This design comes from an exercise in tuning for small area on the open sky130 flow, not from production work.
Function was checked by simulation only, so behaviour that the tests miss may differ from the original.
No activity file was given, so power comes from the tool's default toggle rates.

`flow/flow/run.sh`:
```
#!/bin/bash
# The standard layout (standard.sh, unchanged synthesis), with a lighter
# clock tree (no dummy loads, chosen buffer and clusters) and plain port buffers.
set -euo pipefail
export CTS_ARGS="-sink_clustering_enable -repair_clock_nets -dont_use_dummy_load -buf_list sky130_fd_sc_hd__clkbuf_8 -sink_clustering_size 15 -sink_clustering_max_diameter 45"
export BUFFER_PORTS_ARGS="-buffer_cell sky130_fd_sc_hd__buf_2"
bash standard.sh > standard.log 2>&1
```
`flow/standard.sh`:
```
#!/bin/bash
# synth_recipe.tcl (not shown) runs the flow's synth.tcl, then flattens the netlist and writes it again
# the make line also repeats each setting of config.mk as NAME=value (left out here)
make -C /OpenROAD-flow-scripts/flow DESIGN_CONFIG=/design/flow/config.mk WORK_HOME=/design/flow/orfs CLKGATE_MAP_FILE= SYNTH_SCRIPT=/design/flow/synth_recipe.tcl "${@:-finish}"
```
`flow/config.mk`:
```
export PLATFORM = sky130hd
export DESIGN_NAME = jump_target_table
export DESIGN_NICKNAME = jump_target_table
export VERILOG_FILES = /design/flow/design.v
export SDC_FILE = /design/flow/constraint.sdc
export NUM_CORES = 4
export LEC_CHECK = 0
export CAP_MARGIN = 20
export CORE_MARGIN = 2
export CORE_UTILIZATION = 45
export SLEW_MARGIN = 20
export SYNTH_HIERARCHICAL = 1
```
`flow/constraint.sdc`:
```
create_clock -name core_clock -period 6.0 [get_ports {clk_i}]
set_input_delay 1.2000 -clock core_clock [delete_from_list [all_inputs] [get_ports {clk_i}]]
set_output_delay 1.2000 -clock core_clock [all_outputs]
set_load 0.01 [all_outputs]
```
`flow/design.v`:
```
package jtt_pkg;
    localparam int unsigned JTT_ADDR_W    = 12;
    localparam int unsigned JTT_IDX_W     = 5;
    localparam int unsigned JTT_NUM_BANKS = 4;
    localparam int unsigned BANK_W  = (JTT_NUM_BANKS > 1) ? $clog2(JTT_NUM_BANKS) : 1;
    localparam int unsigned ENTRIES = JTT_NUM_BANKS << JTT_IDX_W;
    typedef enum logic [0:0] {
        INIT,
        READY
    } jtt_state_t;
    typedef struct packed {
        logic                  vld;
        logic [JTT_ADDR_W-1:0] tgt;
    } jtt_entry_t;
endpackage
module jtt_rel_adder #(
    parameter int unsigned ADDR_W = 12
) (
    input  logic [ADDR_W-1:0] pc_i,
    input  logic [ADDR_W-1:0] ofs_i,
    output logic [ADDR_W-1:0] sum_o,
    output logic              carry_o
);
    always_comb begin
        {carry_o, sum_o} = {1'b0, pc_i} + {1'b0, ofs_i};
    end
endmodule
module jtt_entry_upd #(
    parameter int unsigned W = 12
) (
    input  logic [W-1:0] q_i,
    input  logic         we_ni,
    input  logic [W-1:0] wd_ni,
    output logic [W-1:0] d_o
);
    assign d_o = we_ni ? q_i : ~wd_ni;
endmodule
module jtt_aoi222 (
    input  logic a0_i,
    input  logic s0_i,
    input  logic a1_i,
    input  logic s1_i,
    input  logic a2_i,
    input  logic s2_i,
    output logic y_no
);
    assign y_no = ~((a0_i & s0_i) | (a1_i & s1_i) | (a2_i & s2_i));
endmodule
module jtt_aoi22 (
    input  logic a0_i,
    input  logic s0_i,
    input  logic a1_i,
    input  logic s1_i,
    output logic y_no
);
    assign y_no = ~((a0_i & s0_i) | (a1_i & s1_i));
endmodule
import jtt_pkg::*;
module jump_target_table #(
    parameter int unsigned ADDR_W    = JTT_ADDR_W,
    parameter int unsigned IDX_W     = JTT_IDX_W,
    parameter int unsigned NUM_BANKS = JTT_NUM_BANKS
) (
    input  logic                                 clk_i,
    input  logic                                 rst_ni,
    input  logic [((NUM_BANKS > 1) ? $clog2(NUM_BANKS) : 1)-1:0]     bank_sel,
    input  logic                                 rd_en,
    input  logic [IDX_W-1:0]                     rd_idx,
    input  logic                                 rel_mode,
    input  logic [ADDR_W-1:0]                    pc,
    output logic [ADDR_W-1:0]                    jump,
    output logic                                 jump_valid,
    output logic                                 rd_err,
    output logic                                 wrap,
    input  logic                                 wr_en,
    input  logic [((NUM_BANKS > 1) ? $clog2(NUM_BANKS) : 1)-1:0]     wr_bank,
    input  logic [IDX_W-1:0]                     wr_idx,
    input  logic [ADDR_W-1:0]                    wr_data,
    output logic                                 wr_ready,
    output logic                                 init_done
);
    localparam int unsigned BankW   = ((NUM_BANKS > 1) ? $clog2(NUM_BANKS) : 1);
    localparam int unsigned Entries = NUM_BANKS << IDX_W;
    localparam int unsigned LinW    = BankW + IDX_W;
    localparam int unsigned Groups  = (Entries + 2) / 3;
    localparam int unsigned RdW     = ADDR_W + 1;   
    logic [LinW:0] cnt_q;
    logic          ready;
    always_ff @(posedge clk_i or negedge rst_ni) begin
        if (!rst_ni) begin
            cnt_q <= '0;
        end else if (!cnt_q[LinW]) begin
            cnt_q <= cnt_q + 1'b1;
        end
    end
    assign ready = cnt_q[LinW];
    logic [LinW-1:0]    wr_addr, rd_addr;
    logic               wr_fire;
    logic [Entries-1:0] we, rsel;
    logic [Entries-1:0] vld_q;
    logic [ADDR_W-1:0]  tgt_q [Entries];
    logic [ADDR_W-1:0]  tgt_d [Entries];
    assign wr_addr = {wr_bank, wr_idx};
    assign rd_addr = {bank_sel, rd_idx};
    assign wr_fire = wr_en & ready;
    always_comb begin
        for (int a = 0; a < Entries; a++) begin
            we[a]   = wr_fire && (wr_addr == LinW'(a));
            rsel[a] = (rd_addr == LinW'(a));
        end
    end
    always_ff @(posedge clk_i) begin
        vld_q <= (vld_q & {Entries{ready}}) | we;
    end
    for (genvar a = 0; a < Entries; a++) begin : g_entry
        jtt_entry_upd #(
            .W (ADDR_W)
        ) u_upd (
            .q_i   (tgt_q[a]),
            .we_ni (~we[a]),
            .wd_ni (~wr_data),
            .d_o   (tgt_d[a])
        );
    end
    always_ff @(posedge clk_i) begin
        for (int a = 0; a < Entries; a++) begin
            tgt_q[a] <= tgt_d[a];
        end
    end
    localparam int unsigned Full = Entries / 3;
    localparam int unsigned Rest = Entries - 3 * Full;
    logic [RdW-1:0]    rd_ent [Entries];
    logic [Groups-1:0] grp_n  [RdW];
    logic [RdW-1:0]    rd_word;
    always_comb begin
        for (int a = 0; a < Entries; a++) begin
            rd_ent[a] = {vld_q[a], tgt_q[a]};
        end
    end
    for (genvar b = 0; b < RdW; b++) begin : g_rbit
        for (genvar g = 0; g < Full; g++) begin : g_grp
            jtt_aoi222 u_aoi (
                .a0_i (rd_ent[3*g][b]),
                .s0_i (rsel[3*g]),
                .a1_i (rd_ent[3*g+1][b]),
                .s1_i (rsel[3*g+1]),
                .a2_i (rd_ent[3*g+2][b]),
                .s2_i (rsel[3*g+2]),
                .y_no (grp_n[b][g])
            );
        end
        if (Rest == 2) begin : g_rest2
            jtt_aoi22 u_aoi (
                .a0_i (rd_ent[3*Full][b]),
                .s0_i (rsel[3*Full]),
                .a1_i (rd_ent[3*Full+1][b]),
                .s1_i (rsel[3*Full+1]),
                .y_no (grp_n[b][Full])
            );
        end else if (Rest == 1) begin : g_rest1
            assign grp_n[b][Full] = ~(rd_ent[3*Full][b] & rsel[3*Full]);
        end
        assign rd_word[b] = ~&grp_n[b];
    end
    logic [ADDR_W-1:0] rd_tgt, e_tgt, rel_sum;
    logic              rd_vld, e_vld, byp, hit, rel_carry;
    assign {rd_vld, rd_tgt} = rd_word;
    assign byp   = wr_fire && (wr_addr == rd_addr);
    assign e_tgt = byp ? wr_data : rd_tgt;
    assign e_vld = byp | rd_vld;
    assign hit   = ready & e_vld;
    jtt_rel_adder #(
        .ADDR_W (ADDR_W)
    ) u_rel_adder (
        .pc_i    (pc & {ADDR_W{rel_mode}}),
        .ofs_i   (e_tgt),
        .sum_o   (rel_sum),
        .carry_o (rel_carry)
    );
    logic [ADDR_W-1:0] jump_q;
    logic              jump_valid_q, rd_err_q, wrap_q;
    always_ff @(posedge clk_i or negedge rst_ni) begin
        if (!rst_ni) begin
            jump_q       <= '0;
            jump_valid_q <= 1'b0;
            rd_err_q     <= 1'b0;
            wrap_q       <= 1'b0;
        end else begin
            if (rd_en) jump_q <= rel_sum & {ADDR_W{hit}};
            jump_valid_q <= rd_en & hit;
            rd_err_q     <= rd_en & ~hit;
            wrap_q       <= rd_en & hit & rel_carry;
        end
    end
    assign jump       = jump_q;
    assign jump_valid = jump_valid_q;
    assign rd_err     = rd_err_q;
    assign wrap       = wrap_q;
    assign wr_ready   = ready;
    assign init_done  = ready;
endmodule
```
==> run summary, run 1 <==
Number of vias after detailed routing = 51.0k
Required time of the critical path = 6.76 ns
H-tree depth = 4
Highest cell delay on the worst timing path = 0.93 ns
HP Class = in -> async
EDFF count, synth = 0
Post-synth top cells = sky130_fd_sc_hd__nand2_1 (1,953), sky130_fd_sc_hd__dfxtp_1 (1,664), sky130_fd_sc_hd__o21ai_0 (1,539)
Routed vias/inst = 6.00
Number of max-capacitance violations reported = 0
Cell Chain, Critical Path = buf_2 > nor2b_1 > nand2_1 > nor2_1 > buf_4 > a222oi_1 > nand4_1 > nor4_1 > a41oi_1 > ha_1 > and4_1 > a21oi_1 > and2_4 > nor4_2 > a311o_1 > nand2_1 > o22ai_1
Max Fanout on Critical Path = 9
Synth Cell Area = 0.0600 mm²
Max-slew violation total from the final report = 0
Startpoint class of the critical path = input pin
Vias in the first global route = 46.2k
Top achievable clock speed = 0.178 GHz
Power per cell area = 276 mW/mm²
Number of clock sinks = 1,687
Worst-Margin Slew = 1.22 ns
Count of endpoints failing setup in the final report = 0
Power dissipated by switching net loads = 4.01 mW
Final critical path time including I/O delays and setup = 5.62 ns
Overall global routing resource usage = 28.6%
CP Launch Point = rd_idx[1]
Global route total overflow = 0
FFs w/ async S/R, synth = 1.36%
Clock power share = 34.7%
Global-route wire length before repair = 299,000 µm
Cell count after synthesis = 6,611
Internal Dissipation = 13.7 mW
Critical Path Slowest Stage Cell = sky130_fd_sc_hd__nor4_1
Post-detailed-placement half-perimeter wirelength = 136,000 µm
CP dominant cell by count = sky130_fd_sc_hd__nand2_1
Number of standard-cell rows in the floorplan = 133
Buffer type at the clock tree root = sky130_fd_sc_hd__clkbuf_8
Endpoint class of the critical path = flip-flop
Max_slew headroom = 18.3%
Number of cells traversed by the worst register-to-register path = 12
Final standard cell utilization of the core = 48.8%
Die Y-Extent = 369 µm
Most area-hungry cell type in the Yosys netlist = sky130_fd_sc_hd__dfxtp_1
Cell type group with the largest total delay on the critical path = simple AND/OR/NAND/NOR gates
Final Net Count = 6,784
Final setup skew = 0.0910 ns
Final weighted congestion in routability-driven placement = 0.972
Share of final-layout standard cells stronger than drive strength 1 = 7.33%
Cell variety after synth = 60
Post-placement cell count = 8,311
Crit share post-route = 93.7%
Ports = 60
Portion of the post-synthesis area used by sequential elements = 56.5%
Worst setup path end = jump_q[9]
First-pass iteration count of the detailed router = 14
Power share of the sequential group = 63.1%
Leak Pwr = 22.7 nW
Largest net degree at the start of global routing = 84
Antenna violations before repair = 13
Post-cts hold buffer count = 0
Layout-stage area growth over the synthesis result = 7.26%
CP bufs+invs = 2
Post-synth top flop = sky130_fd_sc_hd__dfxtp_1
Depth of the critical timing path with buffers and inverters included = 17
Area enclosed by the die boundary = 0.136 mm²
Sw Ratio = 22.6%
DRT Wirelength = 202,000 µm
Worst setup path class = in -> reg
Data arrival time at the worst-slack endpoint = 6.38 ns
Standard cell core area = 0.132 mm²
Capturing point of the worst reg2reg path = jump_q[9]
Number of buffers created by CTS = 168
Count of endpoints failing hold in the final timing report = 0
Setup repair bufs after CTS = 0
Part of the total power dissipated in combinational logic = 2.2%
Antenna viol nets, final = 0
Clk latency of the worst-skew pair = 0.90 ns
Number of synthesized register bits = 1,687
Fraction of post-synthesis cell area in the top cell type by area = 55.5%
Cells resized by post-CTS repair = 0
Initial DRC count = 8,350
CTS max path bufs = 3
Avg Cell Area, Syn = 9.08 µm²
Flop2flop setup slack = 1.75 ns
Clock tree from TritonCTS = done
Most instantiated library cell after synthesis = sky130_fd_sc_hd__nand2_1
Average wire length per cell after detail routing = 23.7 µm
Run status = finished clean
Worst vdd rail ir drop = 0.000191 V
DRC Markers = 0
Number of cells in the finished layout apart from fillers = 8,490
Start of the worst register-to-register path = tgt_q[12][4]
Clk slew on worst S/H paths = 0.08 ns
Initial cell density of the core = 45.5%
Top cells by area in the synthesized netlist = sky130_fd_sc_hd__dfxtp_1 (56%), sky130_fd_sc_hd__o21ai_0 (13%), sky130_fd_sc_hd__nand2_1 (12%)
Worst hold slack = 0.302 ns
Yosys Warn Count = 14
IO Port Bufs = 59
Unrepaired setup endpoints after global routing = no
Die width = 369 µm
-- per-module statistics from Yosys (local to each module, per instance), excerpt --
module / copies in the design / cell area, µm²
jtt_aoi22: 13 / 12.5
jtt_aoi222: 546 / 10.0
jump_target_table: 1 / 38400
-- metal layers --
metal | vias up | GRT usage (%) | share of wire [%]
met5 | - | 0 | 0.025
li1 | 24200 | - | -
met2 | 2245 | 43.5 | 44
met1 | 24200 | 39.2 | 43
met3 | 376 | 6.21 | 8.9
met4 | 8 | 12.0 | 4.1
-- kinds of logic (layout without fill, tap and decap cells) --
logic type	Yosys count	after routing	synth area share (%)
adder cells (fa/ha/maj)	14	14	0.304
flip-flops	1687	1687	56.5
AND/OR/NAND/NOR	2392	2392	16.2
multiplexers	3	3	0.0521
buffers and inverters	348	462	3.85
other	0	10	0
XOR/XNOR	19	19	0.277
AO/OA/AOI/OAI	2148	2148	22.9
-- layout make-up --
type,instances,area (µm²)
Antenna cell,10,25.0
Clock buffer,168,2310
Fill cell,12600,67600
Inverter,31,146
Multi-Input combinational cell,4576,23900
Sequential cell,1687,33900
Tap cell,1755,2200
Timing Repair Buffer,263,1860
-- stage by stage --
stage	power (mW)	TNS, ns	setup WS [ns]	instance area [µm²]
global placement	11.8	-2.36	-0.629	61900
CTS	17.9	0	0.724	64300
floorplan	11.6	0	1.35	60000
finish	17.7	0	0.379	64400
detailed placement	11.8	-0.912	-0.226	62000
global route	18.3	0	0.402	64300
-- cell usage in the layout, fill, tap and decap left out, types with 3 or more instances in the layout --
master	netlist	routed
sky130_fd_sc_hd__buf_4	257	200
sky130_fd_sc_hd__o21ai_0	1539	1539
sky130_fd_sc_hd__a21oi_1	9	9
sky130_fd_sc_hd__a22oi_2	13	13
sky130_fd_sc_hd__clkbuf_8	0	168
sky130_fd_sc_hd__nor4_1	28	24
sky130_fd_sc_hd__nor3_1	32	29
sky130_fd_sc_hd__nand4_1	133	133
sky130_fd_sc_hd__nand3b_1	4	4
sky130_fd_sc_hd__dfrtp_1	23	22
sky130_fd_sc_hd__nor2b_1	8	8
sky130_fd_sc_hd__a222oi_1	546	546
sky130_fd_sc_hd__xnor2_1	8	8
sky130_fd_sc_hd__nor4_2	7	7
sky130_fd_sc_hd__nor2_1	153	144
sky130_fd_sc_hd__ha_1	13	13
sky130_fd_sc_hd__nand3_1	29	29
sky130_fd_sc_hd__nand2_1	1953	1953
sky130_fd_sc_hd__o21a_1	3	3
sky130_fd_sc_hd__buf_2	16	59
sky130_fd_sc_hd__inv_1	31	19
sky130_fd_sc_hd__and3_1	13	13
sky130_fd_sc_hd__inv_4	0	12
sky130_fd_sc_hd__diode_2	0	10
sky130_fd_sc_hd__nor2_2	0	9
sky130_fd_sc_hd__nand2b_1	5	5
sky130_fd_sc_hd__dfxtp_1	1664	1664
sky130_fd_sc_hd__and2_1	12	12
sky130_fd_sc_hd__xor2_1	11	11
sky130_fd_sc_hd__nor3_2	1	3
sky130_fd_sc_hd__nor4_4	0	4
sky130_fd_sc_hd__a41oi_1	12	12
sky130_fd_sc_hd__o22ai_1	12	12
-- how the worst min path moves through the flow --
stage | cells after the start | endpoint | from
final | 1 | cnt_q[7] | rst_ni
after global routing | 1 | cnt_q[6] | rst_ni
after CTS | 1 | cnt_q[7] | rst_ni
after detailed placement | 2 | vld_q[6] | vld_q[6]
after global placement | 2 | tgt_q[101][9] | tgt_q[101][9]
after floorplan | 2 | tgt_q[108][9] | tgt_q[108][9]
-- state kept, by name, indices dropped and copies added (netlist names) --
name and flops:
cnt_q 8, tgt_q 1536, wrap_q 1, rd_err_q 1, jump_q 12, vld_q 128, jump_valid_q 1
-- power by group through the flow --
stage | registers, mW | logic [mW] | clock network (mW)
after floorplan | 11.5 | 0.158 | 0
after global placement | 11.5 | 0.382 | 0
after detailed placement | 11.5 | 0.385 | 0
after CTS | 11.2 | 0.386 | 6.30
after global routing | 11.2 | 0.409 | 6.70
final | 11.2 | 0.395 | 6.16
==> run 2: changes to the inputs <==
==> flow/flow/run.sh (replaced) <==
#!/bin/bash
# The standard layout (standard.sh, unchanged synthesis) with: synthesis
# buffers removed at floorplan, plain port buffers, and a lighter clock tree
# (clkbuf_8 leaves of up to 16 flip-flops, no dummy loads).
set -euo pipefail
export REMOVE_ABC_BUFFERS=1
export BUFFER_PORTS_ARGS="-buffer_cell sky130_fd_sc_hd__buf_2"
export CTS_ARGS="-sink_clustering_enable -repair_clock_nets -dont_use_dummy_load -buf_list sky130_fd_sc_hd__clkbuf_8 -sink_clustering_size 16 -sink_clustering_max_diameter 80"
bash standard.sh > standard.log 2>&1
==> run 2 against run 1 <==
Effect of this change:
- critical path type unchanged
- global-route usage fell by 0.36 points
- worst hold slack improved by 0.11 ns
- largest power group unchanged
- utilization down 0.76 points
- cell area shrank 1.6%
- via count fell by 0.94%
- still clean
- maximum frequency increased by 9.6%
- highest routed layer unchanged
==> run summary, run 2 <==
Run status = finished clean
Clock power share = 31.1% (-3.6 points)
Internal Dissipation = 13.0 mW (-5.5%)
Most area-hungry cell type in the Yosys netlist = sky130_fd_sc_hd__dfxtp_1
Dominant combinational cell family by area after synthesis = compound AO/OA/AOI/OAI gates
Endpoint class of the critical path = flip-flop
Final weighted congestion in routability-driven placement = 0.978 (+0.66%)
Global route total overflow = 0 (unchanged)
First-pass iteration count of the detailed router = 11 (-3)
Cell variety after synth = 60 (unchanged)
Ports = 60 (unchanged)
Number of synthesized register bits = 1,687 (unchanged)
Cells resized by post-CTS repair = 0 (unchanged)
Total chip power = 16.8 mW (-5.1%)
Power dissipated by switching net loads = 3.86 mW (-3.7%)
Max_slew headroom = 14.4% (-3.8 points)
Most common cell after layout, fill and taps aside = sky130_fd_sc_hd__nand2_1
Number of flip-flops in the largest register = 1,536 (unchanged)
Unrepaired setup endpoints after global routing = no
Part of the total power dissipated in combinational logic = 2.4% (+0.2 points)
CTS max path bufs = 3 (unchanged)
Power per cell area = 266 mW/mm² (-3.6%)
Max Fanout on Critical Path = 13 (+4)
Post-synth top cells = sky130_fd_sc_hd__nand2_1 (1,953), sky130_fd_sc_hd__dfxtp_1 (1,664), sky130_fd_sc_hd__o21ai_0 (1,539)
Power share of the sequential group = 66.4% (+3.3 points)
Global-route wire length before repair = 296,000 µm (-0.99%)
DRC Markers = 0 (unchanged)
Most instantiated library cell after synthesis = sky130_fd_sc_hd__nand2_1
HP Class = in -> async
FFs w/ async S/R, synth = 1.36% (unchanged)
Setup Total Neg Slack = 0 ns (unchanged)
Yosys Warn Count = 14 (unchanged)
Post-cts hold buffer count = 0 (unchanged)
Area enclosed by the die boundary = 0.136 mm² (unchanged)
Initial cell density of the core = 45.5% (unchanged)
Setup repair bufs after CTS = 0 (unchanged)
CP dominant cell by count = sky130_fd_sc_hd__nand3_1
Top achievable clock speed = 0.195 GHz (+9.6%)
Die Y-Extent = 369 µm (unchanged)
Synth Cell Area = 0.0600 mm² (unchanged)
Adder and majority cell fraction of the synthesized area = 0.304% (unchanged)
Data arrival time at the worst-slack endpoint = 5.93 ns (-0.45 ns)
Number of buffers created by CTS = 117 (-30%)
Count of endpoints failing hold in the final timing report = 0 (unchanged)
Overall global routing resource usage = 28.2% (-0.36 points)
Avg Cell Area, Syn = 9.08 µm² (unchanged)
Area used by sequential logic in the layout = 0.0339 mm² (unchanged)
Proportion of synthesized area in mux cells = 0.0521% (unchanged)
Layout-stage area growth over the synthesis result = 5.59%
IO Port Bufs = 59 (unchanged)
Number of clock sinks = 1,687 (unchanged)
Complex-gate fraction of the synthesized area = 22.9% (unchanged)
Worst-Margin Slew = 1.27 ns (+0.0567 ns)
Post-placement cell count = 8,279 (-0.39%)
Area of combinational cells with multiple inputs = 0.0239 mm² (about the same)
Count of endpoints failing setup in the final report = 0 (unchanged)
H-tree depth = 3 (-1)
Clk latency of the worst-skew pair = 0.88 ns (-0.02 ns)
Final critical path time including I/O delays and setup = 5.13 ns (-0.494 ns)
Standard cell core area = 0.132 mm² (unchanged)
Cell count after synthesis = 6,611 (unchanged)
Clk slew on worst S/H paths = 0.12 ns (+0.04 ns)
Max-slew violation total from the final report = 0 (unchanged)
Average wire length per cell after detail routing = 23.8 µm (+0.39%)
Portion of the post-synthesis area used by sequential elements = 56.5% (unchanged)
Routed vias/inst = 6.01 (about the same)
Clock tree from TritonCTS = done
Cell Chain, Critical Path = buf_2 > nor2b_1 > nand3_1 > buf_4 > nor2_1 > a222oi_1 > nand4_1 > nor3_1 > a41oi_1 > ha_1 > a21oi_1 > o21ai_1 > nor4_1 > a31oi_1 > nand3_1 > nand2_1 > o22ai_1
Worst vdd rail ir drop = 0.000162 V (-15%)
Antenna violations before repair = 13 (unchanged)
Top cells by area in the synthesized netlist = sky130_fd_sc_hd__dfxtp_1 (56%), sky130_fd_sc_hd__o21ai_0 (13%), sky130_fd_sc_hd__nand2_1 (12%)
Share of final-layout standard cells stronger than drive strength 1 = 6.17% (-1.2 points)
Simple logic cell fraction of the synthesized area = 16.2% (unchanged)
Regs by FF count = tgt_q (1536), vld_q (128), jump_q (12)
Final setup skew = 0.107 ns (+0.0162 ns)
Crit share post-route = 85.5% (-8.2 points)
Leak Pwr = 22.1 nW (-2.5%)
Final Net Count = 6,700 (-1.2%)
Largest net degree at the start of global routing = 83 (-1.2%)
Startpoint class of the critical path = input pin
Number of standard-cell rows in the floorplan = 133 (unchanged)
DRT Wirelength = 200,000 µm (-0.63%)
Buffer type at the clock tree root = sky130_fd_sc_hd__clkbuf_8
Number of cells in the finished layout apart from fillers = 8,404 (-1.0%)
Fill cell count = 12.8k (+1.6%)
Sw Ratio = 22.9% (+0.33 points)
Worst setup path class = in -> reg
Top library cells by usage in the layout, fill and taps aside = sky130_fd_sc_hd__nand2_1 (1,953), sky130_fd_sc_hd__dfxtp_1 (1,664), sky130_fd_sc_hd__o21ai_0 (1,539)
Post-synth top flop = sky130_fd_sc_hd__dfxtp_1
Post-detailed-placement half-perimeter wirelength = 135,000 µm (-0.94%)
Number of max-capacitance violations reported = 0 (unchanged)
Vias in the first global route = 44.9k (-2.9%)
Largest Register = tgt_q
Fraction of post-synthesis cell area in the top cell type by area = 55.5% (unchanged)
Highest cell delay on the worst timing path = 0.87 ns (-0.06 ns)
Initial DRC count = 8,133 (-2.6%)
EDFF count, synth = 0 (unchanged)
Die width = 369 µm (unchanged)
Critical Path Slowest Stage Cell = sky130_fd_sc_hd__nor2_1
XOR/XNOR Fraction of Synth Area = 0.277% (unchanged)
Required time of the critical path = 6.80 ns (+0.04 ns)
Antenna viol nets, final = 0 (unchanged)
Number of vias after detailed routing = 50.5k (-0.94%)
-- run 2: changes by cell type in the layout (fill, tap and decap cells not counted), moves of 4 or more --
cell | before | now
sky130_fd_sc_hd__nor2_1 | 144 | 140
sky130_fd_sc_hd__clkbuf_8 | 168 | 117
sky130_fd_sc_hd__nor2_2 | 9 | 13
sky130_fd_sc_hd__buf_4 | 200 | 171
-- run 2: through the flow --
stage	utilization, %	cell area, µm²	hold slack (ns)	setup WS [ns]
2_1_floorplan	-	57800	0.425	0.0595
3_3_place_gp	46.7	61700	0.434	0.0931
3_5_place_dp	46.8	61700	0.441	0.152
4_1_cts	48.0	63300	0.321	1.13
5_1_grt	48.0	63300	0.373	0.690
6_report	48.0	63400	0.408	0.872
-- run 2: per-module statistics from Yosys, one instance, submodules excluded, a selection --
module             flops+latches  cell area, µm²  cells inside
jtt_aoi22                      0            12.5             1
jtt_aoi222                     0            10.0             1
jump_target_table           1687           38400          2642
-- run 2: worst paths after layout --
path	end	start	cells past startpoint	slack (ns)
setup / recovery	jump_q[11]	rd_idx[1]	17	0.87
hold / removal	jump_q[2]	rst_ni	1	0.41
setup reg to reg	jump_q[10]	cnt_q[7]	15	2.19
hold reg to reg	vld_q[23]	vld_q[23]	2	0.46
max in group asynchronous	cnt_q[7]	rst_ni	1	4.99
min in group core_clock	vld_q[23]	vld_q[23]	2	0.46
-- run 2: worst max-delay path, delay by kind of cell --
| family | cells | cell delay, ns |
|---|---|---|
| simple gates | 8 | 2.56 |
| fa+ha+maj | 1 | 0.31 |
| compound gates | 6 | 1.30 |
| buf+inv | 2 | 0.56 |
-- run 2: per-layer routing --
layer	vias to the layer above	wire length (µm)	global-route usage, %
met5	-	46	0
met4	8	7220	9.76
met3	320	17700	5.55
met2	2131	87800	43.3
met1	24000	87600	39.6
li1	24000	-	-
-- run 2: final cells by class --
class | instances | area share [%]
antenna | 8 | 0.0316
multi-input combinational | 4576 | 37.7
clock buffer | 117 | 2.54
inverter | 31 | 0.231
sequential | 1687 | 53.5
tap | 1755 | 3.47
timing repair buffer | 230 | 2.49
-- run 2: power by group through the flow --
stage	Sequential, mW	Clock [mW]	Combinational [mW]
6_report	11.2	5.24	0.411
5_1_grt	11.2	5.78	0.421
3_5_place_dp	11.5	0	0.399
2_1_floorplan	11.5	0	0.141
4_1_cts	11.2	5.38	0.400
3_3_place_gp	11.5	0	0.399
-- run 2: cell families (layout without fill, tap and decap cells) --
kind of cell / Yosys count / in the layout
compound gates: 2148 / 2148
xor+xnor: 19 / 19
fa+ha+maj: 14 / 14
buf+inv: 348 / 378
flops: 1687 / 1687
mux: 3 / 3
other cells: 0 / 8
simple gates: 2392 / 2392
==> run 3: changes to the inputs <==
--- a/flow/config.mk
+++ b/flow/config.mk
@@ -9,4 +9,6 @@
 export CORE_MARGIN = 2
 export CORE_UTILIZATION = 45
+export GPL_TIMING_DRIVEN = 0
+export SETUP_SLACK_MARGIN = 0.35
 export SLEW_MARGIN = 20
 export SYNTH_HIERARCHICAL = 1
==> run 3 against run 2 <==
Effect of this change:
- critical path depth decreased by 1
- register-to-register slack got worse by 1.4 ns
- routed wire length decreased by 4.0%
- synthesized cell count unchanged
- die area unchanged
- sequential power about the same
- largest power group unchanged
- global-route usage decreased by 1.1 points
- highest routed layer unchanged
- non-clock buffer count decreased by 120
- cell area decreased by 0.38%
==> run summary, run 3 <==
Run status = finished clean
Data arrival time at the worst-slack endpoint = 6.44 ns (+0.51 ns)
Most area-hungry cell type in the Yosys netlist = sky130_fd_sc_hd__dfxtp_1
Avg Cell Area, Syn = 9.08 µm² (unchanged)
Final standard cell utilization of the core = 47.8% (-0.18 points)
Antenna viol nets, final = 0 (unchanged)
Vias in the first global route = 44.0k (-2.0%)
Layout-stage area growth over the synthesis result = 5.19%
Worst vdd rail ir drop = 0.000173 V (+7.2%)
Post-synth top flop = sky130_fd_sc_hd__dfxtp_1
Yosys Warn Count = 14 (unchanged)
H-tree depth = 3 (unchanged)
Initial DRC count = 7,330 (-9.9%)
Top library cells by usage in the layout, fill and taps aside = sky130_fd_sc_hd__nand2_1 (1,944), sky130_fd_sc_hd__dfxtp_1 (1,664), sky130_fd_sc_hd__o21ai_0 (1,539)
Post-detailed-placement cell area = 0.0612 mm² (-0.84%)
Overall global routing resource usage = 27.1% (-1.1 points)
Synth Cell Area = 0.0600 mm² (unchanged)
Number of standard-cell rows in the floorplan = 133 (unchanged)
Clk slew on worst S/H paths = 0.11 ns (about the same)
Worst hold slack = 0.354 ns (-0.0532 ns)
Number of max-capacitance violations reported = 0 (unchanged)
Worst setup timing slack at the placement stage = -0.960 ns (-1.11 ns)
Most common cell after layout, fill and taps aside = sky130_fd_sc_hd__nand2_1
Fraction of post-synthesis cell area in the top cell type by area = 55.5% (unchanged)
Final setup skew = 0.0864 ns (-0.0208 ns)
Top achievable clock speed = 0.175 GHz (-10%)
Ports = 60 (unchanged)
Crit share post-route = 95.1% (+9.6 points)
Number of buffers created by CTS = 117 (unchanged)
Global-route wire length before repair = 284,000 µm (-3.9%)
Cell type group with the largest total delay on the critical path = simple AND/OR/NAND/NOR gates
Final weighted congestion in routability-driven placement = 0.923 (-5.7%)
Worst-Margin Slew = 1.26 ns (-0.0165 ns)
DRC Markers = 0 (unchanged)
Cell count after synthesis = 6,611 (unchanged)
Number of vias after detailed routing = 49.4k (-2.0%)
Final Net Count = 6,580 (-1.8%)
DRT Wirelength = 192,000 µm (-4.0%)
Critical Path Slowest Stage Cell = sky130_fd_sc_hd__nor4_2
Leak Pwr = 21.7 nW (-1.8%)
CP bufs+invs = 1 (-1)
Post-cts hold buffer count = 0 (unchanged)
Number of synthesized register bits = 1,687 (unchanged)
Clock tree from TritonCTS = done
Area enclosed by the die boundary = 0.136 mm² (unchanged)
CTS max path bufs = 3 (unchanged)
Cell variety after synth = 60 (unchanged)
Least setup slack across all paths after layout = 0.294 ns (-0.578 ns)
Max-slew violation total from the final report = 0 (unchanged)
Post-detailed-placement half-perimeter wirelength = 125,000 µm (-7.4%)
Endpoint class of the critical path = flip-flop
IO Port Bufs = 59 (unchanged)
Global route total overflow = 0 (unchanged)
Largest net degree at the start of global routing = 88 (+6.0%)
Buffer type at the clock tree root = sky130_fd_sc_hd__clkbuf_8
Cell Chain, Critical Path = buf_2 > nor2_1 > nand3_2 > nor2_2 > a222oi_1 > nand4_1 > nor4_2 > a41oi_1 > ha_1 > a21oi_1 > o21ai_1 > nor4_1 > a31oi_1 > nand3_1 > nand2_1 > o22ai_1
CP Launch Point = rd_idx[1]
Count of endpoints failing setup in the final report = 0 (unchanged)
Number of clock sinks = 1,687 (unchanged)
Clk latency of the worst-skew pair = 0.88 ns (about the same)
Required time of the critical path = 6.74 ns (-0.06 ns)
Final non-filler cell area = 0.0631 mm² (-0.38%)
Regs by FF count = tgt_q (1536), vld_q (128), jump_q (12)
Final critical path time including I/O delays and setup = 5.71 ns (+0.578 ns)
First-pass iteration count of the detailed router = 9 (-2)
Number of flip-flops in the largest register = 1,536 (unchanged)
HP Class = in -> async
Initial cell density of the core = 45.5% (unchanged)
Routed vias/inst = 5.97 (-0.61%)
Max Fanout on Critical Path = 13 (unchanged)
Antenna violations before repair = 9 (-4)
Count of endpoints failing hold in the final timing report = 0 (unchanged)
Share of final-layout standard cells stronger than drive strength 1 = 5.40% (-0.78 points)
Die width = 369 µm (unchanged)
Average wire length per cell after detail routing = 23.2 µm (-2.7%)
Start of the worst register-to-register path = cnt_q[7]
Largest Register = tgt_q
Power per cell area = 267 mW/mm² (+0.28%)
Fill cell count = 12.8k (-0.14%)
Worst setup path class = in -> reg
Top cells by area in the synthesized netlist = sky130_fd_sc_hd__dfxtp_1 (56%), sky130_fd_sc_hd__o21ai_0 (13%), sky130_fd_sc_hd__nand2_1 (12%)
Portion of the post-synthesis area used by sequential elements = 56.5% (unchanged)
Max_slew headroom = 16.1% (+1.7 points)
Most instantiated library cell after synthesis = sky130_fd_sc_hd__nand2_1
Highest cell delay on the worst timing path = 0.81 ns (-0.06 ns)
FFs w/ async S/R, synth = 1.36% (unchanged)
Die Y-Extent = 369 µm (unchanged)
Unrepaired setup endpoints after global routing = no
Standard cell core area = 0.132 mm² (unchanged)
Startpoint class of the critical path = input pin
EDFF count, synth = 0 (unchanged)
Post-synth top cells = sky130_fd_sc_hd__nand2_1 (1,953), sky130_fd_sc_hd__dfxtp_1 (1,664), sky130_fd_sc_hd__o21ai_0 (1,539)
Setup Total Neg Slack = 0 ns (unchanged)
run 3: cell counts after synthesis:
Identical to the previous run, type by type.
run 3: worst register-to-register path, delay by kind of cell (launching register included):
| family | cells | cell delay, ns |
|---|---|---|
| compound gates | 4 | 0.97 |
| xor+xnor | 1 | 0.17 |
| flops | 1 | 0.72 |
| simple gates | 6 | 2.33 |
| buf+inv | 2 | 0.43 |
| fa+ha+maj | 1 | 0.47 |
run 3: power breakdown:
| part | leakage (nW) | total (mW) | internal (mW) | switching, mW |
|---|---|---|---|---|
| logic | 7.21 | 0.418 | 0.0638 | 0.355 |
| clock network | 0.841 | 5.22 | 1.74 | 3.48 |
| registers | 13.7 | 11.2 | 11.2 | 0.0000608 |
run 3: metrics by stage:
stage                     std cells  power [mW]
after global routing           8279        17.4
after CTS                      8270        17.0
after floorplan                6294        11.6
after global placement         8108        11.8
final                          8284        16.8
after detailed placement       8153        11.9
run 3: path summary, 6_finish.rpt:
check                                    end  slack, ns  cells after the start
worst max register to register    jump_q[10]       0.81                     14
min in group core_clock         tgt_q[52][9]       0.45                      2
worst max-delay path              jump_q[11]       0.29                     16
worst min-delay path               jump_q[2]       0.35                      1
worst min register to register  tgt_q[52][9]       0.45                      2
max in group asynchronous           cnt_q[7]       5.02                      1
run 3: kinds of logic (layout without fill, tap and decap cells):
group	after synthesis	count (layout)	synth area share [%]
other	0	8	0
flip-flops	1687	1687	56.5
buffers and inverters	348	258	3.85
adder cells (fa/ha/maj)	14	14	0.304
AND/OR/NAND/NOR	2392	2392	16.2
AO/OA/AOI/OAI	2148	2148	22.9
multiplexers	3	3	0.0521
XOR/XNOR	19	19	0.277
run 3: timing repair:
action,in CTS,in global routing
endpoints found under the setup margin,10,9
gates resized for setup,17,39
setup buffers,0,5
run 3: modules after synthesis, one instance, submodules excluded, excerpt:
module,copies in the design,flops+latches
jump_target_table,1,1687
jtt_aoi22,13,0
jtt_aoi222,546,0
run 3: metal layers:
metal  wire length (µm)  part of all wire [%]  track usage, %  vias to the layer above
met4               7990                   4.2            11.6                       10
met3              17500                   9.1            5.83                      312
li1                   -                     -               -                    23700
met1              83400                    43            37.8                    23400
met2              83200                    43            40.5                     1989
met5                 47                 0.024               0                        -
run 3: layout make-up:
| cell class | count | area (µm²) | area share (%) |
|---|---|---|---|
| inverter | 31 | 176 | 0.280 |
| multi-input combinational | 4576 | 24200 | 38.3 |
| timing repair buffer | 110 | 1040 | 1.65 |
| antenna | 8 | 20.0 | 0.0317 |
| sequential | 1687 | 33900 | 53.7 |
| tap | 1755 | 2200 | 3.48 |
| clock buffer | 117 | 1610 | 2.55 |
==> run 4: changes to the inputs <==
--- a/flow/config.mk
+++ b/flow/config.mk
@@ -10,5 +10,5 @@
 export CORE_UTILIZATION = 45
 export GPL_TIMING_DRIVEN = 0
-export SETUP_SLACK_MARGIN = 0.35
+export SETUP_SLACK_MARGIN = 0.6
 export SLEW_MARGIN = 20
 export SYNTH_HIERARCHICAL = 1
==> run 4 against run 3 <==
Effect of this change:
- still clean on timing, DRC and antenna
- via count rose by 0.50%
- synthesized area unchanged
- total power rose by 0.19%
- routed wire length grew 0.23%
- largest cell class unchanged
- non-clock buffer count grew 8
==> run summary, run 4 <==
Crit share post-route = 90.5% (-4.6 points)
Highest cell delay on the worst timing path = 1.14 ns (+0.33 ns)
Unrepaired setup endpoints after global routing = yes
Avg Cell Area, Syn = 9.08 µm² (unchanged)
Run status = finished clean
Area of combinational cells with multiple inputs = 0.0247 mm² (+2.0%)
Post-cts hold buffer count = 0 (unchanged)
Max-slew violation total from the final report = 0 (unchanged)
Final setup skew = 0.0880 ns (+0.00162 ns)
Synth Cell Area = 0.0600 mm² (unchanged)
Largest net degree at the start of global routing = 88 (unchanged)
Fraction of post-synthesis cell area in the top cell type by area = 55.5% (unchanged)
Clk latency of the worst-skew pair = 0.88 ns (about the same)
Ports = 60 (unchanged)
Share of final-layout standard cells stronger than drive strength 1 = 6.74% (+1.3 points)
Portion of the post-synthesis area used by sequential elements = 56.5% (unchanged)
Number of standard-cell rows in the floorplan = 133 (unchanged)
Clk slew on worst S/H paths = 0.11 ns (about the same)
Die Y-Extent = 369 µm (unchanged)
Standard cell core area = 0.132 mm² (unchanged)
Routed vias/inst = 5.99 (+0.40%)
Area enclosed by the die boundary = 0.136 mm² (unchanged)
Final Net Count = 6,588 (+0.12%)
Data arrival time at the worst-slack endpoint = 6.16 ns (-0.28 ns)
Cell count after synthesis = 6,611 (unchanged)
Vias in the first global route = 44.0k (+0.068%)
Post-synth top cells = sky130_fd_sc_hd__nand2_1 (1,953), sky130_fd_sc_hd__dfxtp_1 (1,664), sky130_fd_sc_hd__o21ai_0 (1,539)
Busiest layer in global routing = met2
Most instantiated library cell after synthesis = sky130_fd_sc_hd__nand2_1
Endpoint class of the critical path = flip-flop
HP Class = in -> async
Most common cell after layout, fill and taps aside = sky130_fd_sc_hd__nand2_1
Capturing point of the worst reg2reg path = jump_q[10]
Global-route wire length before repair = 285,000 µm (+0.13%)
Post-detailed-placement half-perimeter wirelength = 125,000 µm (unchanged)
Buffer type at the clock tree root = sky130_fd_sc_hd__clkbuf_8
Cell variety after synth = 60 (unchanged)
Met3 global-route usage = 5.87% (+0.038 points)
Largest Register = tgt_q
FFs w/ async S/R, synth = 1.36% (unchanged)
Worst hold slack = 0.357 ns (+0.00257 ns)
Number of vias after detailed routing = 49.7k (+0.50%)
Area used by sequential logic in the layout = 0.0339 mm² (unchanged)
Number of synthesized register bits = 1,687 (unchanged)
Required time of the critical path = 6.73 ns (about the same)
Regs by FF count = tgt_q (1536), vld_q (128), jump_q (12)
Top cells by area in the synthesized netlist = sky130_fd_sc_hd__dfxtp_1 (56%), sky130_fd_sc_hd__o21ai_0 (13%), sky130_fd_sc_hd__nand2_1 (12%)
Average wire length per cell after detail routing = 23.2 µm (+0.14%)
Antenna viol nets, final = 0 (unchanged)
Cell Chain, Critical Path = buf_2 > nor2_1 > nand2_2 > nor2_1 > a222oi_1 > nand4_1 > nor4_1 > a41oi_1 > ha_1 > inv_1 > nor4_1 > a31oi_1 > nand3_1 > nand2_1 > o22ai_1
Post-synth top flop = sky130_fd_sc_hd__dfxtp_1
Yosys Warn Count = 14 (unchanged)
Start of the worst register-to-register path = cnt_q[7]
Power per cell area = 265 mW/mm² (-0.72%)
Final weighted congestion in routability-driven placement = 0.923 (unchanged)
Most area-hungry cell type in the Yosys netlist = sky130_fd_sc_hd__dfxtp_1
Count of endpoints failing hold in the final timing report = 0 (unchanged)
Top achievable clock speed = 0.184 GHz (+5.1%)
Global routing met2 resource utilization = 40.4% (-0.054 points)
Final critical path time including I/O delays and setup = 5.43 ns (-0.275 ns)
Number of buffers created by CTS = 117 (unchanged)
Total chip power = 16.9 mW (+0.19%)
Leak Pwr = 21.9 nW (+0.52%)
Fill cell count = 12.8k (-0.47%)
Initial cell density of the core = 45.5% (unchanged)
Number of cells traversed by the worst register-to-register path = 15 (+1)
Worst vdd rail ir drop = 0.000174 V (+0.54%)
Initial DRC count = 7,484 (+2.1%)
Number of clock sinks = 1,687 (unchanged)
Layout-stage area growth over the synthesis result = 6.16%
CTS max path bufs = 3 (unchanged)
Global route total overflow = 0 (unchanged)
Worst-Margin Slew = 1.28 ns (+0.0261 ns)
First-pass iteration count of the detailed router = 13 (+4)
Final non-filler cell area = 0.0637 mm² (+0.92%)
Top library cells by usage in the layout, fill and taps aside = sky130_fd_sc_hd__nand2_1 (1,942), sky130_fd_sc_hd__dfxtp_1 (1,664), sky130_fd_sc_hd__o21ai_0 (1,539)
DRT Wirelength = 193,000 µm (+0.23%)
Die width = 369 µm (unchanged)
Critical Path Slowest Stage Cell = sky130_fd_sc_hd__nor4_1
Number of flip-flops in the largest register = 1,536 (unchanged)
Met1 layer usage reported by global route = 37.9% (+0.048 points)
Worst setup path class = in -> reg
Startpoint class of the critical path = input pin
Overall global routing resource usage = 27.2% (about the same)
H-tree depth = 3 (unchanged)
Max_slew headroom = 13.7% (-2.5 points)
Number of max-capacitance violations reported = 0 (unchanged)
IO Port Bufs = 59 (unchanged)
DRC Markers = 0 (unchanged)
Post-detailed-placement cell area = 0.0612 mm² (unchanged)
EDFF count, synth = 0 (unchanged)
CP Launch Point = rd_idx[2]
Flop2flop setup slack = 1.38 ns (+0.57 ns)
Antenna violations before repair = 9 (unchanged)
Clock tree from TritonCTS = done
Count of endpoints failing setup in the final report = 0 (unchanged)
Max Fanout on Critical Path = 13 (unchanged)
## run 4: cell counts after synthesis
Identical to the previous run, type by type.
## run 4: layout make-up
cell class | instances | area share, %
well taps | 1755 | 3.45
repair buffers | 118 | 1.77
clock buffers | 117 | 2.53
inverters | 31 | 0.277
flip-flops and latches | 1687 | 53.2
diodes | 8 | 0.0314
multi-input cells | 4576 | 38.7
## run 4: worst max-delay path: cells and delay by family
| kind | cells | cell delay (ns) |
|---|---|---|
| AND/OR/NAND/NOR | 8 | 3.11 |
| AO/OA/AOI/OAI | 4 | 1.14 |
| adder cells (fa/ha/maj) | 1 | 0.35 |
| buffers and inverters | 2 | 0.34 |
## run 4: power breakdown
part           switching, mW  internal (mW)  total, mW
combinational          0.371         0.0690      0.440
clock                   3.49           1.74       5.23
sequential         0.0000608           11.2       11.2
## run 4: cell families (layout without fill, tap and decap cells)
kind of cell | Yosys count | count (layout) | share of synthesized area [%]
simple gates | 2392 | 2392 | 16.2
compound gates | 2148 | 2148 | 22.9
flops | 1687 | 1687 | 56.5
buf+inv | 348 | 266 | 3.85
xor+xnor | 19 | 19 | 0.277
fa+ha+maj | 14 | 14 | 0.304
mux | 3 | 3 | 0.0521
other cells | 0 | 8 | 0
## run 4: repair_timing
item / in CTS / in global routing
setup buffers: 0 / 13
setup endpoints to repair: 10 / 10
pin swaps: 0 / 2
resized for setup: 34 / 156
## run 4: per-stage QoR
| step | utilization (%) | worst slack (ns) | cells | TNS, ns |
|---|---|---|---|---|
| 5_1_grt | 48.3 | 0.499 | 8288 | 0 |
| 4_1_cts | 47.7 | 0.563 | 8270 | 0 |
| 3_3_place_gp | 45.7 | -5.29 | 8108 | -5789.34 |
| 3_5_place_dp | 46.4 | -0.960 | 8153 | -9.48 |
| 2_1_floorplan | - | 0.0595 | 6294 | 0 |
| 6_report | 48.3 | 0.569 | 8292 | 0 |
## run 4: worst max path at each step
stage	end	slack (ns)
after floorplan	jump_q[10]	0.06
after global placement	tgt_q[76][9]	-5.29
after detailed placement	jump_q[6]	-0.96
after CTS	jump_q[10]	0.56
after global routing	jump_q[11]	0.50
final	jump_q[11]	0.57
## run 4: layer usage
metal | part of all wire (%) | wire length (µm) | vias to the layer above
li1 | - | - | 23800
met2 | 43 | 83500 | 1958
met1 | 43 | 83700 | 23600
met4 | 4.2 | 8160 | 10
met3 | 8.9 | 17100 | 320
met5 | 0.024 | 47 | -
## run 4: Yosys stat by module (local to each module, per instance), a selection
module	times used	cell area, µm²	cells
jtt_aoi222	546	10.0	1
jump_target_table	1	38400	2642
jtt_aoi22	13	12.5	1
==> run 5: changes to the inputs <==
--- a/flow/flow/run.sh
+++ b/flow/flow/run.sh
@@ -5,5 +5,5 @@
 set -euo pipefail
 export REMOVE_ABC_BUFFERS=1
-export BUFFER_PORTS_ARGS="-buffer_cell sky130_fd_sc_hd__buf_2"
+export BUFFER_PORTS_ARGS="-buffer_cell sky130_fd_sc_hd__buf_1"
 export CTS_ARGS="-sink_clustering_enable -repair_clock_nets -dont_use_dummy_load -buf_list sky130_fd_sc_hd__clkbuf_8 -sink_clustering_size 16 -sink_clustering_max_diameter 80"
 bash standard.sh > standard.log 2>&1
--- a/flow/config.mk
+++ b/flow/config.mk
@@ -10,5 +10,5 @@
 export CORE_UTILIZATION = 45
 export GPL_TIMING_DRIVEN = 0
-export SETUP_SLACK_MARGIN = 0.6
+export SETUP_SLACK_MARGIN = 0.35
 export SLEW_MARGIN = 20
 export SYNTH_HIERARCHICAL = 1
==> run 5 against run 4 <==
Effect of this change:
- still clean on timing, DRC and antenna
- via count is 0.23% lower
- sequential share of layout area is 0.19 points higher
- synthesized area unchanged
- worst hold slack worse by 0.25 ns
- utilization is 0.18 points lower
- global-route usage is 0.079 points higher
- sequential cell count stayed put
- combinational power is 0.9% lower
- critical path type unchanged
- highest routed layer unchanged
==> run summary, run 5 <==
Post-cts hold buffer count = 0 (unchanged)
Yosys Warn Count = 14 (unchanged)
Synth Cell Area = 0.0600 mm² (unchanged)
Antenna violations before repair = 16 (+7)
Worst setup path class = in -> reg
Most instantiated library cell after synthesis = sky130_fd_sc_hd__nand2_1
Required time of the critical path = 6.80 ns (+0.07 ns)
Number of synthesized register bits = 1,687 (unchanged)
H-tree depth = 3 (unchanged)
Unrepaired setup endpoints after global routing = no
Busiest layer in global routing = met2
Clk slew on worst S/H paths = 0.11 ns (about the same)
Routed vias/inst = 5.98 (-0.21%)
Top achievable clock speed = 0.179 GHz (-3.0%)
Cell variety after synth = 60 (unchanged)
First-pass iteration count of the detailed router = 11 (-2)
Fraction of post-synthesis cell area in the top cell type by area = 55.5% (unchanged)
Number of standard-cell rows in the floorplan = 133 (unchanged)
Post-placement cell count = 8,154 (+0.012%)
Post-synth top cells = sky130_fd_sc_hd__nand2_1 (1,953), sky130_fd_sc_hd__dfxtp_1 (1,664), sky130_fd_sc_hd__o21ai_0 (1,539)
Crit share post-route = 93.3% (+2.8 points)
Count of endpoints failing hold in the final timing report = 0 (unchanged)
Met3 global-route usage = 5.52% (-0.35 points)
Global-route wire length before repair = 285,000 µm (about the same)
Standard cell core area = 0.132 mm² (unchanged)
Endpoint class of the critical path = flip-flop
Number of buffers created by CTS = 117 (unchanged)
Number of cells in the finished layout apart from fillers = 8,290 (-0.024%)
Layout-stage area growth over the synthesis result = 5.77%
Max_slew headroom = 14.5% (+0.81 points)
Start of the worst register-to-register path = cnt_q[7]
Clock tree from TritonCTS = done
Clk latency of the worst-skew pair = 0.88 ns (about the same)
Avg Cell Area, Syn = 9.08 µm² (unchanged)
Power per cell area = 265 mW/mm² (+0.26%)
Post-detailed-placement half-perimeter wirelength = 125,000 µm (-0.37%)
Run status = finished clean
Overall global routing resource usage = 27.2% (+0.079 points)
FFs w/ async S/R, synth = 1.36% (unchanged)
Global route total overflow = 0 (unchanged)
Regs by FF count = tgt_q (1536), vld_q (128), jump_q (12)
Worst setup timing slack at the placement stage = -1.24 ns (-0.276 ns)
Area enclosed by the die boundary = 0.136 mm² (unchanged)
Die width = 369 µm (unchanged)
CP Launch Point = rd_idx[4]
Top cells by area in the synthesized netlist = sky130_fd_sc_hd__dfxtp_1 (56%), sky130_fd_sc_hd__o21ai_0 (13%), sky130_fd_sc_hd__nand2_1 (12%)
Antenna viol nets, final = 0 (unchanged)
Final Net Count = 6,590 (+0.030%)
Initial DRC count = 7,415 (-0.92%)
Number of max-capacitance violations reported = 0 (unchanged)
Met1 layer usage reported by global route = 38.2% (+0.35 points)
Max Fanout on Critical Path = 16 (+3)
Largest Register = tgt_q
Least setup slack across all paths after layout = 0.401 ns (-0.167 ns)
Cell count after synthesis = 6,611 (unchanged)
Leak Pwr = 21.7 nW (-0.66%)
Final weighted congestion in routability-driven placement = 0.916 (-0.77%)
Number of clock sinks = 1,687 (unchanged)
Most common cell after layout, fill and taps aside = sky130_fd_sc_hd__nand2_1
Data arrival time at the worst-slack endpoint = 6.39 ns (+0.23 ns)
Portion of the post-synthesis area used by sequential elements = 56.5% (unchanged)
Top library cells by usage in the layout, fill and taps aside = sky130_fd_sc_hd__nand2_1 (1,942), sky130_fd_sc_hd__dfxtp_1 (1,664), sky130_fd_sc_hd__o21ai_0 (1,539)
Count of endpoints failing setup in the final report = 0 (unchanged)
Final critical path time including I/O delays and setup = 5.60 ns (+0.167 ns)
Initial cell density of the core = 45.5% (unchanged)
Largest net degree at the start of global routing = 86 (-2.3%)
Final setup skew = 0.0725 ns (-0.0155 ns)
Number of flip-flops in the largest register = 1,536 (unchanged)
Share of final-layout standard cells stronger than drive strength 1 = 5.44% (-1.3 points)
DRT Wirelength = 193,000 µm (about the same)
Die Y-Extent = 369 µm (unchanged)
Global routing met2 resource utilization = 40.7% (+0.25 points)
Ports = 60 (unchanged)
Number of vias after detailed routing = 49.6k (-0.23%)
CTS max path bufs = 3 (unchanged)
IO Port Bufs = 59 (unchanged)
EDFF count, synth = 0 (unchanged)
Fill cell count = 12.6k (-0.94%)
Most area-hungry cell type in the Yosys netlist = sky130_fd_sc_hd__dfxtp_1
Vias in the first global route = 44.3k (+0.68%)
Final standard cell utilization of the core = 48.1% (-0.18 points)
Worst-Margin Slew = 1.27 ns (-0.0121 ns)
HP Class = in -> async
DRC Markers = 0 (unchanged)
Number of cells traversed by the worst register-to-register path = 16 (+1)
Post-synth top flop = sky130_fd_sc_hd__dfxtp_1
Startpoint class of the critical path = input pin
Max-slew violation total from the final report = 0 (unchanged)
Average wire length per cell after detail routing = 23.2 µm (about the same)
Worst vdd rail ir drop = 0.000193 V (+11%)
Buffer type at the clock tree root = sky130_fd_sc_hd__clkbuf_8
## run 5: modules after synthesis (local to each module, per instance), excerpt
module             flops+latches  cell area [µm²]
jump_target_table           1687            38400
jtt_aoi22                      0             12.5
jtt_aoi222                     0             10.0
## run 5: power breakdown
part	leakage [nW]	switching (mW)	internal, mW	total [mW]
combinational	7.18	0.369	0.0666	0.436
clock	0.841	3.48	1.74	5.21
sequential	13.7	0.000103	11.2	11.2
## run 5: per-stage QoR
stage	power, mW	area (µm²)	TNS (ns)	hold slack, ns
5_1_grt	17.4	63500	0	0.0431
3_3_place_gp	11.8	60200	-5780.48	0.434
4_1_cts	17.0	62900	0	0.0280
6_report	16.8	63500	0	0.105
3_5_place_dp	11.9	61100	-11.45	0.440
2_1_floorplan	11.6	57800	0	0.425
## run 5: path summary, 6_finish.rpt
| path | slack, ns | to |
|---|---|---|
| worst min-delay path | 0.10 | jump_q[2] |
| max in group asynchronous | 5.49 | cnt_q[7] |
| worst max register to register | 1.31 | jump_q[6] |
| worst min register to register | 0.45 | tgt_q[52][9] |
| min in group core_clock | 0.45 | tgt_q[52][9] |
| worst max-delay path | 0.40 | jump_q[11] |
## run 5: layer usage
metal	vias to the layer above	share of wire, %
met4	16	4.5
met2	1945	43
met5	-	0.060
met3	388	8.6
li1	23800	-
met1	23400	44
## run 5: what timing repair did
action                                  in CTS  in global routing
endpoints found under the setup margin      10                 10
pin swaps                                    0                  4
setup buffers                                3                 12
resized for setup                           25                122
## run 5: cell type report
cell class	instances	area, µm²	area share, %
antenna	4	10.0	0.0158
timing repair buffer	120	1060	1.67
multi-input combinational	4576	24500	38.6
clock buffer	117	1610	2.54
sequential	1687	33900	53.4
inverter	31	176	0.278
tap	1755	2200	3.46
## run 5: kinds of logic (layout without fill, tap and decap cells)
logic type	count (synthesis)	in the layout	share of synthesized area [%]
simple gates	2392	2392	16.2
compound gates	2148	2148	22.9
flops	1687	1687	56.5
buf+inv	348	268	3.85
xor+xnor	19	19	0.277
fa+ha+maj	14	14	0.304
mux	3	3	0.0521
other cells	0	4	0
## run 5: critical path, stage by stage
cell and delay, ns:
sky130_fd_sc_hd__buf_1 0.57, sky130_fd_sc_hd__or3_4 0.45, sky130_fd_sc_hd__nor2_1 0.32, sky130_fd_sc_hd__a222oi_1 0.69, sky130_fd_sc_hd__nand4_1 0.42, sky130_fd_sc_hd__nor4_1 1.13, sky130_fd_sc_hd__a41oi_1 0.26, sky130_fd_sc_hd__ha_1 0.36
sky130_fd_sc_hd__inv_1 0.09, sky130_fd_sc_hd__nor4_1 0.33, sky130_fd_sc_hd__a31oi_1 0.07, sky130_fd_sc_hd__nand3_1 0.10, sky130_fd_sc_hd__nand2_1 0.16, sky130_fd_sc_hd__o22ai_1 0.20

[static timing again, ports no longer ideal]
The results above use ideal ports. As a check the final layouts listed here were re-extracted and re-timed, cells and wires unchanged. Step 1 (the two cells are an assumption about what drives the block):
set clk [get_ports {clk_i}]
set_driving_cell -lib_cell sky130_fd_sc_hd__clkbuf_16 $clk
set_driving_cell -lib_cell sky130_fd_sc_hd__buf_2 [delete_from_list [all_inputs] $clk]
Step 2 adds t to the input delays and takes it off the output delays; t is the mean of the earliest and latest rising clock arrival at the registers after step 1. Input paths then give back, and output paths get back, about the clock's delay inside the block. Slacks: ideal / step 1 / step 2; pairs: ideal / step 1.
| run | t (ns) | setup slack, ns | worst register clock-pin slew, ns |
|---|---|---|---|
| run 1 | 0.939 | 0.379 / 0.364 / -0.575 | 0.10 / 0.10 |
| run 2 | 0.898 | 0.872 / 0.788 / -0.111 | 0.12 / 0.12 |
| run 3 | 0.914 | 0.294 / 0.265 / -0.649 | 0.11 / 0.11 |
| run 4 | 0.913 | 0.569 / 0.551 / -0.363 | 0.11 / 0.11 |
| run 5 | 0.928 | 0.401 / 0.342 / -0.586 | 0.11 / 0.11 |
With both steps, setup timing fails in every run listed, where it was met with ideal ports. For run 5, which loses most, drivers alone change the setup slack by -0.059 ns; drivers and shift together by -0.987 ns.
